This is an optimization exercise on Yosys and OpenROAD, whose aim is small area, not a production implementation. Where RTL was checked, it was by simulation tests only, not by an equivalence proof against the original. Power and IR drop assume default switching activity.

willow:
Design csa_frame_top, start of the top module:
module csa_frame_top
#(
	parameter int PKT_BYTES = csa_pkg::PKT_BYTES,
	parameter int CW_BYTES = csa_pkg::CW_BYTES
)
(
	input logic clk,
	input logic rst,
	input logic ts_valid,
	input csa_pkg::byte_t ts_byte,
	input logic cw_valid,
	input csa_pkg::byte_t cw_byte,
	input logic cnt_valid,
	input csa_pkg::byte_t cnt_byte,
	input logic pid_valid,
	input csa_pkg::byte_t pid_byte,
	input logic gbe_valid,
	input csa_pkg::byte_t gbe_byte,
	input logic port_valid,
	input csa_pkg::byte_t port_byte,
	output logic out_valid,
	output csa_pkg::byte_t out_byte,
	output logic finish_pkt
);
Size: roughly 1700 cells after synthesis, ~1500 flip-flops.
Settings: LEC_CHECK=0, CAP_MARGIN=20, CORE_MARGIN=2, CORE_UTILIZATION=60, SLEW_MARGIN=20; clock period 5.0 ns.
standard.sh (not shown) runs the stock make flow with config.mk's settings and CLKGATE_MAP_FILE= SYNTH_SCRIPT=/design/flow/synth_recipe.tcl, a recipe that flattens the netlist after the stock synthesis.
==> flow/flow/run.sh <==
#!/bin/bash
# The standard ORFS layout (standard.sh) with three changes:
#  - synthesis maps the combinational logic with an area-oriented ABC
#    script (flow/abc_area.script); everything else in the synthesis,
#    including flip-flop mapping, flattening and renaming, is the standard flow's own
#  - port buffers use the smallest buffer cell
#  - CTS builds full leaf clusters of clkbuf_8 without dummy loads
# Each tool's output stays in orfs/logs; make's own output goes to
# standard.log.
set -uo pipefail
WORK=$PWD
FLOWDIR=$WORK/flow

# synth.tcl from ORFS, with the ABC call pointed at our script
sed 's|^\(\s*\)log_cmd abc {\*}$abc_args|\1lset abc_args 1 $::env(MY_ABC_SCRIPT)\n\1log_cmd abc {*}$abc_args|' \
	"$FLOW_HOME/scripts/synth.tcl" > "$WORK/my_synth.tcl"
grep -q 'MY_ABC_SCRIPT' "$WORK/my_synth.tcl" || { echo "could not patch synth.tcl"; exit 1; }
sed "s|source \$::env(SCRIPTS_DIR)/synth.tcl|source $WORK/my_synth.tcl|" \
	"$WORK/synth_recipe.tcl" > "$WORK/my_synth_recipe.tcl"
grep -q "my_synth.tcl" "$WORK/my_synth_recipe.tcl" || { echo "could not patch synth_recipe.tcl"; exit 1; }
sed "s|SYNTH_SCRIPT=[^ ]*|SYNTH_SCRIPT=$WORK/my_synth_recipe.tcl|" \
	"$WORK/standard.sh" > "$WORK/my_standard.sh"
grep -q "my_synth_recipe.tcl" "$WORK/my_standard.sh" || { echo "could not patch standard.sh"; exit 1; }

export MY_ABC_SCRIPT=$FLOWDIR/abc_area.script
export BUFFER_PORTS_ARGS="-buffer_cell sky130_fd_sc_hd__buf_1"
export CTS_ARGS="-sink_clustering_enable -repair_clock_nets -dont_use_dummy_load -buf_list sky130_fd_sc_hd__clkbuf_8 -sink_clustering_size 21 -sink_clustering_max_diameter 100"
bash "$WORK/my_standard.sh" > "$WORK/standard.log" 2>&1
==> flow/flow/abc_area.script <==
strash
dch
amap
strash
dch
amap
topo
stime -c
For lagoon, these inputs were changed with respect to willow:
- CORE_UTILIZATION now 75, was 60
- PLACE_DENSITY now 0.85, previously not set
==> flow/flow/run.sh <==
#!/bin/bash
# Standard ORFS layout with two changes: port buffers use the smallest
# buffer cell, and CTS builds fuller leaf clusters without dummy loads.
set -uo pipefail
export BUFFER_PORTS_ARGS="-buffer_cell sky130_fd_sc_hd__buf_1"
export CTS_ARGS="-sink_clustering_enable -repair_clock_nets -dont_use_dummy_load -buf_list sky130_fd_sc_hd__clkbuf_8 -sink_clustering_size 22 -sink_clustering_max_diameter 100"
bash standard.sh > standard.log 2>&1
removed: flow/flow/abc_area.script
## What came out
Result: PASS for each of lagoon and willow
Diff lagoon and willow: critical path depth lower in lagoon
Per the comparison of lagoon with willow, clock tree buffer count of the final layout saw a decrease, cell area essentially unchanged, share of the final layout cell area in multi-input gates shows an increase of 0.38 points, met2 capacity usage during global routing rose 11 points, worst slack at placement rose by 0.28 ns.
In lagoon relative to willow, overall power had gone up by a few percent.
Input changes introduced in xenon (baseline for comparison: lagoon):
- clearing PLACE_DENSITY, which used to be 0.85
- swapping 75 for 60 in CORE_UTILIZATION
==> flow/flow/run.sh <==
#!/bin/bash
# The standard ORFS layout (standard.sh) with three changes:
#  - synthesis maps the combinational logic with an area-oriented ABC
#    script (flow/abc_area.script); everything else in the synthesis,
#    including flip-flop mapping, flattening and renaming, is the standard flow's own
#  - port buffers use the smallest buffer cell
#  - CTS builds full leaf clusters of clkbuf_8 without dummy loads
# Each tool's output stays in orfs/logs; make's own output goes to
# standard.log.
set -uo pipefail
WORK=$PWD
FLOWDIR=$WORK/flow

# synth.tcl from ORFS, with the ABC call pointed at our script
sed 's|^\(\s*\)log_cmd abc {\*}$abc_args|\1lset abc_args 1 $::env(MY_ABC_SCRIPT)\n\1log_cmd abc {*}$abc_args|' \
	"$FLOW_HOME/scripts/synth.tcl" > "$WORK/my_synth.tcl"
grep -q 'MY_ABC_SCRIPT' "$WORK/my_synth.tcl" || { echo "could not patch synth.tcl"; exit 1; }
sed "s|source \$::env(SCRIPTS_DIR)/synth.tcl|source $WORK/my_synth.tcl|" \
	"$WORK/synth_recipe.tcl" > "$WORK/my_synth_recipe.tcl"
grep -q "my_synth.tcl" "$WORK/my_synth_recipe.tcl" || { echo "could not patch synth_recipe.tcl"; exit 1; }
sed "s|SYNTH_SCRIPT=[^ ]*|SYNTH_SCRIPT=$WORK/my_synth_recipe.tcl|" \
	"$WORK/standard.sh" > "$WORK/my_standard.sh"
grep -q "my_synth_recipe.tcl" "$WORK/my_standard.sh" || { echo "could not patch standard.sh"; exit 1; }

export MY_ABC_SCRIPT=$FLOWDIR/abc_area.script
export BUFFER_PORTS_ARGS="-buffer_cell sky130_fd_sc_hd__buf_1"
export CTS_ARGS="-sink_clustering_enable -repair_clock_nets -dont_use_dummy_load -buf_list sky130_fd_sc_hd__clkbuf_8 -sink_clustering_size 20 -sink_clustering_max_diameter 100"
bash "$WORK/my_standard.sh" > "$WORK/standard.log" 2>&1
==> flow/flow/abc_area.script (new file) <==
strash
dch
amap
strash
dch
amap
topo
stime -c
Notes after the runs:
Diff lagoon -> xenon: clock share of power up 2.1 points, initial cell density of the core down 15 points, depth of the critical timing path with buffers and inverters included up 4, multiplexer share of the synthesized area flat.


job 101:
Another version of the RTL of csa_frame_top (not shown whole).
Size: roughly 1700 cells after synthesis, ~66 I/O pins, about 0.046 mm2 of cells after synthesis.
==> flow/config.mk <==
export PLATFORM = sky130hd
export DESIGN_NAME = csa_frame_top
export DESIGN_NICKNAME = csa_frame_top
export VERILOG_FILES = /design/flow/design.v
export SDC_FILE = /design/flow/constraint.sdc
export NUM_CORES = 4
export LEC_CHECK = 0
export CAP_MARGIN = 20
export CORE_MARGIN = 2
export CORE_UTILIZATION = 70
export SLEW_MARGIN = 20
==> flow/constraint.sdc <==
create_clock -name core_clock -period 5.0 [get_ports {clk}]
set_input_delay 1.0000 -clock core_clock [delete_from_list [all_inputs] [get_ports {clk}]]
set_output_delay 1.0000 -clock core_clock [all_outputs]
set_load 0.01 [all_outputs]
==> flow/flow/run.sh <==
#!/bin/bash
# The standard ORFS layout (standard.sh) with three changes:
#  - synthesis maps the combinational logic with an area-oriented ABC
#    script (flow/abc_area.script); everything else in the synthesis,
#    including flip-flop mapping, flattening and renaming, is the standard flow's own
#  - port buffers use the smallest buffer cell
#  - CTS builds full leaf clusters of clkbuf_8 without dummy loads
# Each tool's output stays in orfs/logs; make's own output goes to
# standard.log.
set -uo pipefail
WORK=$PWD
FLOWDIR=$WORK/flow

# synth.tcl from ORFS, with the ABC call pointed at our script
sed 's|^\(\s*\)log_cmd abc {\*}$abc_args|\1lset abc_args 1 $::env(MY_ABC_SCRIPT)\n\1log_cmd abc {*}$abc_args|' \
	"$FLOW_HOME/scripts/synth.tcl" > "$WORK/my_synth.tcl"
grep -q 'MY_ABC_SCRIPT' "$WORK/my_synth.tcl" || { echo "could not patch synth.tcl"; exit 1; }
sed "s|source \$::env(SCRIPTS_DIR)/synth.tcl|source $WORK/my_synth.tcl|" \
	"$WORK/synth_recipe.tcl" > "$WORK/my_synth_recipe.tcl"
grep -q "my_synth.tcl" "$WORK/my_synth_recipe.tcl" || { echo "could not patch synth_recipe.tcl"; exit 1; }
sed "s|SYNTH_SCRIPT=[^ ]*|SYNTH_SCRIPT=$WORK/my_synth_recipe.tcl|" \
	"$WORK/standard.sh" > "$WORK/my_standard.sh"
grep -q "my_synth_recipe.tcl" "$WORK/my_standard.sh" || { echo "could not patch standard.sh"; exit 1; }

export MY_ABC_SCRIPT=$FLOWDIR/abc_area.script
export BUFFER_PORTS_ARGS="-buffer_cell sky130_fd_sc_hd__buf_1"
export CTS_ARGS="-sink_clustering_enable -repair_clock_nets -dont_use_dummy_load -buf_list sky130_fd_sc_hd__clkbuf_8 -sink_clustering_size 21 -sink_clustering_max_diameter 100"
bash "$WORK/my_standard.sh" > "$WORK/standard.log" 2>&1
==> flow/flow/abc_area.script <==
strash
dc2
dch
amap
strash
dc2
dch
amap
strash
dch
amap
topo
stime -c
Every stage of the flow completed for job 101, and the final layout passed the timing, design-rule and antenna checks.
Inputs modified between job 101 and job 102:
diff --git a/flow/config.mk b/flow/config.mk
--- a/flow/config.mk
+++ b/flow/config.mk
@@ -8,4 +8,4 @@
 export CAP_MARGIN = 20
 export CORE_MARGIN = 2
-export CORE_UTILIZATION = 70
+export CORE_UTILIZATION = 80
 export SLEW_MARGIN = 20
==> comparison <==
Job 101 was carried through to the last stage, and its layout satisfied the timing, design-rule and antenna checks. Job 102 | ERROR | detailed placement. Reported for job 101 and job 102, portion of the post-synthesis area used by sequential elements turned out identical to the last digit. Synthesized cell count came out exactly the same in job 101 and job 102. Site row count for job 102: about 6% down relative to job 101. Compared with job 101, in job 102 fraction of the mapped netlist area in compound gates held, initial standard-cell utilization of the core went up 10 points, routability congestion estimate went up 7.7%. Delta(die extent in y, job 102 - job 101) < 0. Summary of job 102 over job 101: floorplan die width went down; number of flip-flops and latches in the synthesized netlist saw little to no change.
Modified inputs, job 103 compared to job 102
diff --git a/flow/config.mk b/flow/config.mk
--- a/flow/config.mk
+++ b/flow/config.mk
@@ -8,4 +8,5 @@
 export CAP_MARGIN = 20
 export CORE_MARGIN = 2
-export CORE_UTILIZATION = 80
+export CORE_UTILIZATION = 70
+export PLACE_DENSITY = 0.7
 export SLEW_MARGIN = 20
[summary]
- | portion of the post-synthesis area used by sequential elements | job 103 vs job 102 | ≈ equal |
- Min x dimension of the die across job 103 and job 102: job 102
- Comparing job 103 against job 102, there is no change at all in total of buffers placed on input and output ports.
- Taking job 102 as the reference, in job 103 die height grew by 6.8%; final weighted congestion in routability-driven placement shrank by 3.0%.
- Re flip-flop and latch count after synthesis: no difference whatsoever between job 103 and job 102.
- For number of rows in the core area, dividing the value from job 103 by the value from job 102 gives 1.07.
- Job 103: flow completed, timing, DRC and antenna clean
- Compare job 103 and job 102 | effective utilization at floorplan lower: job 103
> inputs changed (job 103 -> job 104)
diff --git a/flow/config.mk b/flow/config.mk
--- a/flow/config.mk
+++ b/flow/config.mk
@@ -8,5 +8,4 @@
 export CAP_MARGIN = 20
 export CORE_MARGIN = 2
-export CORE_UTILIZATION = 70
-export PLACE_DENSITY = 0.7
+export CORE_UTILIZATION = 60
 export SLEW_MARGIN = 20
## What came out
From job 104 to job 103, maximum number of buffers from clock root to sink did not move at all. Of the two values seen for source of the critical timing path, ts_readout_inst.cnt[1] was produced by job 103 and ts_readout_inst.cnt[0] by job 104. There was hardly any difference in critical path arrival between job 104 and job 103. Looking at power spent charging and discharging nets, job 104 sits above job 103. Compared to job 103, job 104 has maximum number of pins on one net before global-route repair 67 lower.


## raven
The RTL this note starts from:
==> flow/design.v <==
package csa_pkg;
	localparam int PKT_BYTES = 188;
	localparam int CW_BYTES = 9;
	localparam int SCRAMBLE_HDR_IDX = 3;
	typedef logic [7:0] byte_t;
	typedef logic [1:0] scram_ctrl_t;
	typedef union packed
	{
		byte_t raw;
		struct packed
		{
			scram_ctrl_t sc;
			logic [1:0] afc;
			logic [3:0] cc;
		} f;
	} ts_hdr3_u;
endpackage
module cw_ctrl_reg
#(
	parameter int CW_BYTES = csa_pkg::CW_BYTES
)
(
	input logic clk,
	input logic rst,
	input logic cw_valid,
	input csa_pkg::byte_t cw_byte,
	output logic cw_first,
	output csa_pkg::scram_ctrl_t scram_ctrl
);
	logic [3:0] cw_idx;
	assign cw_first = cw_valid && (cw_idx == '0);
	always_ff @(posedge clk)
	begin
		if (rst)
			cw_idx <= '0;
		else if (cw_valid)
			cw_idx <= {cw_idx[2:0], !cw_idx[1] && (cw_idx[0] == cw_idx[3])};
	end
	always_ff @(posedge clk)
	begin
		if (rst)
			scram_ctrl <= '0;
		else if (cw_first)
			scram_ctrl <= {cw_byte[1], cw_byte[1] & cw_byte[0]};
	end
endmodule
module ts_pkt_buffer
#(
	parameter int PKT_BYTES = csa_pkg::PKT_BYTES
)
(
	input logic clk,
	input logic rst,
	input logic ts_valid,
	input csa_pkg::byte_t ts_byte,
	input logic rd_run,
	input logic hdr3,
	input csa_pkg::scram_ctrl_t sc,
	output csa_pkg::byte_t head
);
	localparam int G = 4;
	localparam int NG = PKT_BYTES / G;
	localparam int LAST = PKT_BYTES - G;
	csa_pkg::byte_t ring [PKT_BYTES];
	csa_pkg::byte_t dly [1:3];
	logic [3:1] pend;
	logic [1:0] phi;
	logic [1:0] phi_next;
	logic [1:0] tap;
	logic [2:0] cyc;
	logic [2:0] nins;
	logic [2:0] pol;
	logic [2:0] pol_next;
	logic flip;
	logic shift;
	csa_pkg::byte_t ins;
	csa_pkg::byte_t tap_byte;
	csa_pkg::scram_ctrl_t sc_d;
	always_comb
	begin
		if (pend[3])
			ins = dly[3];
		else if (pend[2])
			ins = dly[2];
		else if (pend[1])
			ins = dly[1];
		else
			ins = ts_byte;
	end
	assign shift = (phi == 2'd0) && (ts_valid || (|pend) || rd_run);
	assign phi_next = shift ? phi : phi + 2'd1;
	assign pol = nins - cyc;
	always_ff @(posedge clk)
	begin
		ring[0] <= ~(shift ? (ins ^ {8{pol[2]}}) : ring[G-1]);
		for (int g = 1; g < NG; g++)
			ring[G*g] <= ~(shift ? ring[G*g-1] : ring[G*g+G-1]);
		for (int g = 0; g < NG; g++)
			for (int j = 1; j < G; j++)
				ring[G*g+j] <= ring[G*g+j-1];
	end
	always_ff @(posedge clk)
	begin
		dly[1] <= ts_byte;
		dly[2] <= dly[1];
		dly[3] <= dly[2];
		sc_d <= sc;
	end
	always_ff @(posedge clk)
	begin
		if (rst)
		begin
			phi <= '0;
			pend <= '0;
			cyc <= '0;
			nins <= '0;
		end
		else
		begin
			phi <= phi_next;
			cyc <= cyc + 3'd1;
			if (shift)
				nins <= nins + 3'd1;
			pend[1] <= ts_valid && !(shift && !(|pend));
			pend[2] <= pend[1] && !(shift && !pend[3] && !pend[2]);
			pend[3] <= pend[2] && !(shift && !pend[3]);
		end
	end
	assign pol_next = (shift ? nins + 3'd1 : nins) - (cyc + 3'd1) - 3'd3
		+ {1'b0, phi_next + 2'd3};
	always_ff @(posedge clk)
	begin
		if (!rd_run)
		begin
			tap <= phi_next + 2'd3;
			flip <= !pol_next[2];
		end
	end
	always_comb
	begin
		case (tap)
			2'd0: tap_byte = ring[LAST];
			2'd1: tap_byte = ring[LAST+1];
			2'd2: tap_byte = ring[LAST+2];
			default: tap_byte = ring[LAST+3];
		endcase
		tap_byte = tap_byte ^ {8{flip}};
	end
	always_comb
	begin
		head = tap_byte;
		if (hdr3 && sc_d[1])
			head[7:6] = sc_d;
	end
endmodule
module ts_readout
#(
	parameter int PKT_BYTES = csa_pkg::PKT_BYTES
)
(
	input logic clk,
	input logic rst,
	input logic ts_valid,
	output logic hdr3,
	output logic pkt_valid,
	output logic finish_pkt
);
	localparam logic [8:0] RX_BASE = 9'(512 - (PKT_BYTES + 192));	 
	localparam logic [8:0] BUSY_BASE = RX_BASE + 9'(PKT_BYTES);		 
	logic [8:0] cnt;
	logic busy;
	logic wrap;
	assign busy = cnt[8] && (cnt[7] || cnt[6]);
	assign wrap = &cnt;
	assign pkt_valid = busy && !wrap && (cnt[8:2] != BUSY_BASE[8:2] || (cnt[1] && cnt[0]));
	assign hdr3 = (cnt == BUSY_BASE + 9'd6);
	always_ff @(posedge clk)
	begin
		if (rst)
		begin
			cnt <= RX_BASE;
			finish_pkt <= 1'b0;
		end
		else
		begin
			finish_pkt <= wrap;
			if (ts_valid || busy)
				cnt <= (cnt + 1'b1) | (wrap ? RX_BASE : 9'd0);
		end
	end
endmodule
module frame_out_mux
(
	input logic clk,
	input logic rst,
	input logic pkt_valid,
	input csa_pkg::byte_t pkt_byte,
	input logic cnt_valid,
	input csa_pkg::byte_t cnt_byte,
	input logic pid_valid,
	input csa_pkg::byte_t pid_byte,
	input logic gbe_valid,
	input csa_pkg::byte_t gbe_byte,
	input logic port_valid,
	input csa_pkg::byte_t port_byte,
	input logic cw_valid,
	input csa_pkg::byte_t cw_byte,
	input logic cw_first,
	output logic out_valid,
	output csa_pkg::byte_t out_byte
);
	logic any_valid;
	logic sel_pkt, sel_cnt, sel_pid, sel_gbe, sel_port, sel_cw;
	csa_pkg::byte_t cw_out;
	csa_pkg::byte_t sel_byte;
	assign cw_out = cw_first ? {7'b0, cw_byte[1]} : cw_byte;
	assign any_valid = pkt_valid | cnt_valid | pid_valid | gbe_valid | port_valid
		| cw_valid;
	assign sel_pkt = pkt_valid;
	assign sel_cnt = !pkt_valid && cnt_valid;
	assign sel_pid = !pkt_valid && !cnt_valid && pid_valid;
	assign sel_gbe = !pkt_valid && !cnt_valid && !pid_valid && gbe_valid;
	assign sel_port = !pkt_valid && !cnt_valid && !pid_valid && !gbe_valid && port_valid;
	assign sel_cw = !pkt_valid && !cnt_valid && !pid_valid && !gbe_valid && !port_valid;
	assign sel_byte = ({8{sel_pkt}} & pkt_byte) | ({8{sel_cnt}} & cnt_byte)
		| ({8{sel_pid}} & pid_byte) | ({8{sel_gbe}} & gbe_byte)
		| ({8{sel_port}} & port_byte) | ({8{sel_cw}} & cw_out);
	always_ff @(posedge clk)
	begin
		if (rst)
			out_valid <= 1'b0;
		else
			out_valid <= any_valid;
	end
	always_ff @(posedge clk)
		out_byte <= sel_byte;
endmodule
module csa_frame_top
#(
	parameter int PKT_BYTES = csa_pkg::PKT_BYTES,
	parameter int CW_BYTES = csa_pkg::CW_BYTES
)
(
	input logic clk,
	input logic rst,
	input logic ts_valid,
	input csa_pkg::byte_t ts_byte,
	input logic cw_valid,
	input csa_pkg::byte_t cw_byte,
	input logic cnt_valid,
	input csa_pkg::byte_t cnt_byte,
	input logic pid_valid,
	input csa_pkg::byte_t pid_byte,
	input logic gbe_valid,
	input csa_pkg::byte_t gbe_byte,
	input logic port_valid,
	input csa_pkg::byte_t port_byte,
	output logic out_valid,
	output csa_pkg::byte_t out_byte,
	output logic finish_pkt
);
	logic hdr3;
	logic pkt_valid;
	csa_pkg::byte_t pkt_byte;
	logic cw_first;
	csa_pkg::scram_ctrl_t scram_ctrl;
	cw_ctrl_reg #(.CW_BYTES(CW_BYTES)) cw_ctrl_reg_inst
	(
		.clk(clk),
		.rst(rst),
		.cw_valid(cw_valid),
		.cw_byte(cw_byte),
		.cw_first(cw_first),
		.scram_ctrl(scram_ctrl)
	);
	ts_readout #(.PKT_BYTES(PKT_BYTES)) ts_readout_inst
	(
		.clk(clk),
		.rst(rst),
		.ts_valid(ts_valid),
		.hdr3(hdr3),
		.pkt_valid(pkt_valid),
		.finish_pkt(finish_pkt)
	);
	ts_pkt_buffer #(.PKT_BYTES(PKT_BYTES)) ts_pkt_buffer_inst
	(
		.clk(clk),
		.rst(rst),
		.ts_valid(ts_valid),
		.ts_byte(ts_byte),
		.rd_run(pkt_valid),
		.hdr3(hdr3),
		.sc(scram_ctrl),
		.head(pkt_byte)
	);
	frame_out_mux frame_out_mux_inst
	(
		.clk(clk),
		.rst(rst),
		.pkt_valid(pkt_valid),
		.pkt_byte(pkt_byte),
		.cnt_valid(cnt_valid),
		.cnt_byte(cnt_byte),
		.pid_valid(pid_valid),
		.pid_byte(pid_byte),
		.gbe_valid(gbe_valid),
		.gbe_byte(gbe_byte),
		.port_valid(port_valid),
		.port_byte(port_byte),
		.cw_valid(cw_valid),
		.cw_byte(cw_byte),
		.cw_first(cw_first),
		.out_valid(out_valid),
		.out_byte(out_byte)
	);
endmodule
clock: 5.0 ns
lec_check: 0
cap_margin: 20
core_margin: 2
core_utilization: 70
slew_margin: 20
==> flow/flow/abc_area.script <==
strash
dch
amap
strash
dch
amap
topo
stime -c
Scripts as last shown in full above: flow/flow/run.sh
Setup changes, raven to indigo
-- flow/flow/abc_area.script --
<<< raven, line 2
>>> indigo, line 2
dc2
dch
amap
strash
dc2
dch
amap
strash
dc2
## What came out
Looking at the reports, indigo completed the entire flow and the layout it produced met the timing, design-rule and antenna checks.
indigo ended up with more standard cells than raven.
Between raven and indigo, the flow reports number of distinct library cell variants in the gate-level netlist after synthesis increasing by a few percent.
indigo vs. raven: buffers plus inverters on the worst setup path lower; combinational power rose by 29%.
As of indigo, post-route total power had risen by a few percent compared to raven.
In the reports for raven and indigo, the larger fraction of power consumed by combinational cells belongs to indigo.
Wire length of the first global-routing pass: indigo worse than raven
No run of this note included a check of the RTL's function; only the layout flow was run.

-- port drivers added, routing unchanged --
Ports are ideal in the flow. The routed layouts listed here were re-timed in OpenROAD.
Step 1 (the two cells are an assumption about what drives the block):
set clk [get_ports {clk}]
set_driving_cell -lib_cell sky130_fd_sc_hd__clkbuf_16 $clk
set_driving_cell -lib_cell sky130_fd_sc_hd__buf_2 [delete_from_list [all_inputs] $clk]
Step 2 also shifts input and output timing later by t, the mid clock arrival at the registers, as if the neighbouring blocks saw the same clock.
a / b / c = ideal / step 1 / step 2; a / b = the first two.
run	shift t [ns]	setup slack, ns	hold slack, ns	worst data-port slew with drivers (ns)	pins driven straight from the clock port
willow	0.736	1.498 / 1.498 / 1.498	0.385 / 0.385 / 0.385	0.04	1
lagoon	0.732	1.721 / 1.721 / 1.721	0.379 / 0.379 / 0.379	0.04	1
xenon	0.740	1.544 / 1.544 / 1.544	0.383 / 0.383 / 0.383	0.04	1
job 101	0.740	1.692 / 1.692 / 1.692	0.386 / 0.386 / 0.386	0.04	1
job 103	0.734	1.767 / 1.767 / 1.767	0.409 / 0.409 / 0.409	0.04	1
job 104	0.739	1.770 / 1.770 / 1.770	0.411 / 0.411 / 0.411	0.04	1
raven	0.711	0.638 / 0.638 / 0.638	0.290 / 0.290 / 0.290	0.06	1
indigo	0.720	0.883 / 0.883 / 0.883	0.309 / 0.309 / 0.309	0.09	1
After both steps every run listed still meets setup and hold.
